Background: an optimization exercise with open tools, aiming at small area, a short achievable clock period and few clock cycles. Do not read the settings as production practice. In this exercise RTL edits were held to simulation tests only and were not proved equivalent to the original. Power figures rest on the tool's default switching activity, not on a simulated workload.

Design exec_unit, start of the top module:
module exec_unit (
	input logic clk,
	input logic rst_n,
	input logic in_valid,
	output logic in_ready,
	input exec_pkg::issue_t in,
	output logic out_valid,
	input logic out_ready,
	output exec_pkg::result_t out,
	output logic mem_req_valid,
	output exec_pkg::mem_req_t mem_req,
	input logic mem_req_ready,
	input logic mem_rsp_valid,
	input logic [exec_pkg::xlen-1:0] mem_rdata
);
Size in the first run: about 2800 cells after synthesis, about 0.023 mm2 of cells after synthesis.
Settings: LEC_CHECK=0, CAP_MARGIN=20, CORE_MARGIN=2, CORE_UTILIZATION=50, SETUP_SLACK_MARGIN=3.0, SLEW_MARGIN=20, TNS_END_PERCENT=20; clock period 6.5 ns.
standard.sh (not shown) runs the stock make flow with config.mk's settings and CLKGATE_MAP_FILE= SYNTH_SCRIPT=/design/flow/synth_recipe.tcl, a recipe that flattens the netlist after the stock synthesis.
==> flow/flow/run.sh <==
#!/bin/bash
# Layout: the standard flow (standard.sh, unchanged synthesis and steps),
# except that the port buffers ORFS puts on every input and output are
# sky130_fd_sc_hd__buf_2 cells instead of the clkdlybuf4s50_1 delay cells
# buffer_ports picks on its own. The make output goes to flow_make.log here;
# each tool's own log is under orfs/logs/.
set -euo pipefail
export BUFFER_PORTS_ARGS="-buffer_cell sky130_fd_sc_hd__buf_2"
bash standard.sh > flow_make.log 2>&1
Testbench counts at the start, summed over its fixed seeds: cycles 3,300.
==> next run, changes <==
- CORE_UTILIZATION: 50 -> 35
- SETUP_SLACK_MARGIN: 3.0 -> 2.0
- TNS_END_PERCENT: 20 -> default
Fmax decreases by a few percent.
Register-to-register slack improves by 0.26 ns.
Setup slack is worse by 0.23 ns.
Non-clock buffer count came out lower by 137.
Global-route usage goes down by 14 points.
Critical path depth decreases by 1.
==> next run, changes <==
- CORE_UTILIZATION: 35 -> 50
After rerunning: Non-clock buffer count is higher by 12; synthesized area stays the same; wire length rises by a few percent; combinational power rose by a few percent; global-route usage goes up by 15 points; critical path depth is lower by 1; final area barely changes; clock power barely changes; total power goes up by a few percent.

========
exec_unit, a different RTL version from the one above (not shown whole).
For scale: ~220 flip-flops, about 340 I/O pins.
clock: 6.5 ns
lec_check: 0
cap_margin: 20
core_margin: 2
core_utilization: 35
cts_buf_list: sky130_fd_sc_hd__clkbuf_8
place_density: 0.75
setup_slack_margin: 2.5
slew_margin: 20
==> flow/flow/run.sh <==
#!/bin/bash
# Layout: the standard flow (standard.sh, unchanged synthesis and steps),
# except that the port buffers ORFS puts on every input and output are
# sky130_fd_sc_hd__buf_1 cells instead of the clkdlybuf4s50_1 delay cells
# buffer_ports picks on its own. The make output goes to flow_make.log here;
# each tool's own log is under orfs/logs/.
set -euo pipefail
export BUFFER_PORTS_ARGS="-buffer_cell sky130_fd_sc_hd__buf_1"
bash standard.sh > flow_make.log 2>&1
The first run passed the timing, DRC and antenna checks.
Testbench counts at the start, summed over its fixed seeds: cycles 3,300.
==> next run, changes <==
Settings changed: CTS_BUF_LIST sky130_fd_sc_hd__clkbuf_8 to not set, PLACE_DENSITY 0.75 to not set, SETUP_SLACK_MARGIN 2.5 to 2.0.
=> Final area drops by 2.6%. Wire length climbs by 1.2%. Via count drops by about 3%. Power climbs by 0.91%. Utilization drops by 1.1 points. Clock power climbs by about 10%. Cell count drops by 1.2%. Die area does not change. Clock skew drops by 23 ps. Synthesized cell count does not change. Synthesized area stays the same.
==> next run, changes <==
Settings changed: SETUP_SLACK_MARGIN 2.0 to 2.75.
=>
- area after synthesis is unchanged
- worst setup slack gains 410 ps
- power grows by about 6%
- register-to-register slack improves by 310 ps
- utilization came out higher by 4.4 points
- sequential cell count is unchanged
==> next run, changes <==
Settings changed: CTS_BUF_LIST set to sky130_fd_sc_hd__clkbuf_8, PLACE_DENSITY set to 0.75, SETUP_SLACK_MARGIN 2.75 to 2.4.
After rerunning: Worst setup slack is worse by 94 ps; total power falls by 6.5%; final cell count falls by 1.9%; count of clock-buffer cells in the layout rises by 15; design area falls by about 8%; wire length falls by about 5.5%; global-route usage falls by 1.1 points; clock power hardly moves; utilization falls by 3.6 points; sequential share of layout area rises by 1.9 points; register-to-register slack is worse by 100 ps.

## separate check: timing with driven ports
In the flow no input, the clock included, has a driving cell. The finished layouts below were timed again as built, in two steps.
Step 1: set_driving_cell puts a clkbuf_16 on clk and a buf_2 on each other input, an assumption about the parent block.
Step 2 also shifts input and output timing later by t, the mid clock arrival at the registers, as if the neighbouring blocks saw the same clock.
Three values: ideal ports, drivers, drivers and shift; two values: the first two.
run | t (ns) | setup WS [ns] | worst slew at a driven data input, ns | cell pins on the clock port's net
the first run of note 1 | 0.572 | 2.225 / 2.240 / 1.668 | 0.19 | 1
the second run of note 1 | 0.604 | 1.994 / 2.002 / 1.398 | 0.12 | 1
the third run of note 1 | 0.596 | 1.929 / 1.950 / 1.354 | 0.08 | 1
the first run of note 2 | 0.673 | 2.497 / 2.475 / 1.802 | 0.17 | 1
the second run of note 2 | 0.614 | 2.088 / 2.068 / 1.454 | 0.14 | 1
the third run of note 2 | 0.611 | 2.500 / 2.443 / 1.833 | 0.24 | 1
the fourth run of note 2 | 0.635 | 2.406 / 2.430 / 1.806 | 0.16 | 1
After both steps setup and hold are still met in every run listed. For the first run of note 2, which loses most, drivers alone change the setup slack by -0.022 ns; drivers and shift together by -0.695 ns.
